Source: an optimization exercise on an open RTL-to-GDS flow (aim: small area, a short achievable clock period and few clock cycles per item). Production flows keep margins and buffers that such runs may drop.
Function was checked by simulation only, so behaviour that the tests miss may differ from the original.

== alpha ==
Design isr_core, start of the top module:
module isr_core #(
    parameter  int DATA_WID = isr_pkg::DATA_WID,
    localparam int ROOT_WID = DATA_WID / 2,
    localparam int CNT_WID  = $clog2(ROOT_WID)
) (
    input  logic                clk,
    input  logic                rst,
    input  logic [DATA_WID-1:0] a,
    input  logic                clken,
    input  logic                calcen,
    output logic                busy,
    output logic                done,
    output logic [ROOT_WID-1:0] root,
    output logic [ROOT_WID:0]   rem
);
make LEC_CHECK=0 CAP_MARGIN=20 CORE_MARGIN=2 CORE_UTILIZATION=40 SETUP_SLACK_MARGIN=2.5 SLEW_MARGIN=20 finish   # period 5.0 ns
run.sh (not shown) runs the stock make flow with config.mk's settings and CLKGATE_MAP_FILE= SYNTH_SCRIPT=/design/flow/synth_recipe.tcl, a recipe that flattens the netlist after the stock synthesis.
alpha did not stop at any stage, and its layout met the timing, DRC and antenna checks.
Testbench counts of alpha, summed over its fixed seeds: cycles 33,528, items 256.
--- input diff alpha..beta ---
==> flow/flow/run.sh (new file) <==
#!/bin/bash
# The standard layout (the standard.sh, all steps) with two options
# changed: no full/half-adder extraction in synthesis (ADDER_MAP_FILE empty),
# so ABC maps adders as plain gates, and the port buffers that placement
# inserts on every input and output are the small buf_1 (the resizer still
# sizes them as timing needs). Registers are untouched by either.
set -euo pipefail
bash standard.sh ADDER_MAP_FILE= "BUFFER_PORTS_ARGS=-buffer_cell sky130_fd_sc_hd__buf_1" finish > standard_make.log 2>&1
==> flow/standard.sh (new file) <==
#!/bin/bash
# synth_recipe.tcl (not shown) runs the flow's synth.tcl, then flattens the netlist and writes it again
# the make line also repeats each setting of config.mk as NAME=value (left out here)
make -C /OpenROAD-flow-scripts/flow DESIGN_CONFIG=/design/flow/config.mk WORK_HOME=/design/flow/orfs CLKGATE_MAP_FILE= SYNTH_SCRIPT=/design/flow/synth_recipe.tcl "${@:-finish}"
-- flow/config.mk --
<<< alpha, line 10
export CORE_UTILIZATION = 40
export SETUP_SLACK_MARGIN = 2.5
export SLEW_MARGIN = 20
>>> beta, line 10
export CORE_UTILIZATION = 40
export SETUP_SLACK_MARGIN = 1.5
export SLEW_MARGIN = 20
removed: flow/run.sh
### Flow results
STATUS wire length of the first global-routing pass: beta wins against alpha. Looking at commonest non-fill, non-tap cell in the layout, the sky130_fd_sc_hd__nand2_1 result is from alpha; the sky130_fd_sc_hd__buf_1 one comes from beta. The lower die area of beta and alpha is in alpha. Changes observed in beta relative to alpha: met1 track demand over resource fell by 2.0 points; final non-filler cell total rose by 192; proportion of synthesized chip area in sequential cells fell by 1.6 points. Looking at worst setup margin, beta sits 0.029 ns higher than alpha does.

========
== run a ==
Another version of the RTL of isr_core (not shown whole).
For scale: roughly 700 flip-flops, roughly 520 I/O pins, about 54000 sq um of cells after synthesis.
// isr_core
module isr_core #(
    parameter  int DATA_WID = isr_pkg::DATA_WID,
    localparam int ROOT_WID = DATA_WID / 2,
    localparam int RES_WID  = ROOT_WID + 3
) (
    input  logic                clk,
    input  logic                rst,
    input  logic [DATA_WID-1:0] a,
    input  logic                clken,
    input  logic                calcen,
    output logic                busy,
    output logic                done,
    output logic [ROOT_WID-1:0] root,
    output logic [ROOT_WID:0]   rem
);
==> flow/config.mk <==
export PLATFORM = sky130hd
export DESIGN_NAME = isr_core
export DESIGN_NICKNAME = isr_core
export VERILOG_FILES = /design/flow/design.v
export SDC_FILE = /design/flow/constraint.sdc
export NUM_CORES = 4
export LEC_CHECK = 0
export CAP_MARGIN = 20
export CORE_MARGIN = 2
export CORE_UTILIZATION = 40
export SETUP_SLACK_MARGIN = 0.8
export SLEW_MARGIN = 20
==> flow/constraint.sdc <==
create_clock -name core_clock -period 5.0 [get_ports {clk}]
set_input_delay 1.0000 -clock core_clock [delete_from_list [all_inputs] [get_ports {clk}]]
set_output_delay 1.0000 -clock core_clock [all_outputs]
set_load 0.01 [all_outputs]
standard.sh (not shown) runs the stock make flow with config.mk's settings and CLKGATE_MAP_FILE= SYNTH_SCRIPT=/design/flow/synth_recipe.tcl, a recipe that flattens the netlist after the stock synthesis.
==> flow/flow/run.sh <==
#!/bin/bash
# The standard layout (the standard.sh, all steps) with two options
# changed: no full/half-adder extraction in synthesis (ADDER_MAP_FILE empty),
# so ABC maps adders as plain gates, and the port buffers that placement
# inserts on every input and output are the small buf_1 (the resizer still
# sizes them as timing needs). Registers are untouched by either.
set -euo pipefail
bash standard.sh ADDER_MAP_FILE= "BUFFER_PORTS_ARGS=-buffer_cell sky130_fd_sc_hd__buf_1" finish > standard_make.log 2>&1
Run a went all the way through synthesis, placement and routing and the layout is clean on timing, DRC and antenna.
Testbench counts of run a, summed over its fixed seeds: cycles 17,998, items 256.
The inputs of run b differ from those of run a as listed below.
diff --git a/flow/config.mk b/flow/config.mk
--- a/flow/config.mk
+++ b/flow/config.mk
@@ -9,4 +9,4 @@
 export CORE_MARGIN = 2
 export CORE_UTILIZATION = 40
-export SETUP_SLACK_MARGIN = 0.8
+export SETUP_SLACK_MARGIN = 1.1
 export SLEW_MARGIN = 20
Run b against run a: total via count after detailed routing rose by 636, minimum setup slack among reg-to-reg paths has increased, number of buffers other than clock buffers in the final layout went up, number of antenna violations at the first check in global routing rose by 1. In the reports for run b and run a, the larger total routed wire length on the met1 layer belongs to run b.

[afterwards: timing with drivers on the ports]
The flow's constraints put no driver on any port. The routed layouts listed below were extracted and timed again, unchanged, in two steps. Step 1: set_driving_cell puts a clkbuf_16 on clk and a buf_2 on each other input, an assumption about the parent block. Step 2 moves the port delays by t, midway between the first and last clock arrival at a register: inputs arrive t later, outputs are due t later. That takes back most of the time a late clock gives input paths. a / b / c = no drivers / after step 1 / after step 2; a / b = the first two.
run	shift t [ns]	setup WS [ns]	worst hold slack (ns)	worst setup path after step 2
alpha	0.696	1.077 / 1.077 / 1.077	0.451 / 0.451 / 0.451	register to register
beta	0.690	1.105 / 1.105 / 1.105	0.447 / 0.447 / 0.447	register to register
run a	0.818	0.902 / 0.902 / 0.865	0.424 / 0.369 / 0.441	input to register
run b	0.817	0.970 / 0.970 / 0.890	0.423 / 0.366 / 0.440	input to register
After both steps setup and hold are still met in every run listed. For run b, which loses most, drivers alone change the setup slack by 0.000 ns; drivers and shift together by -0.080 ns.
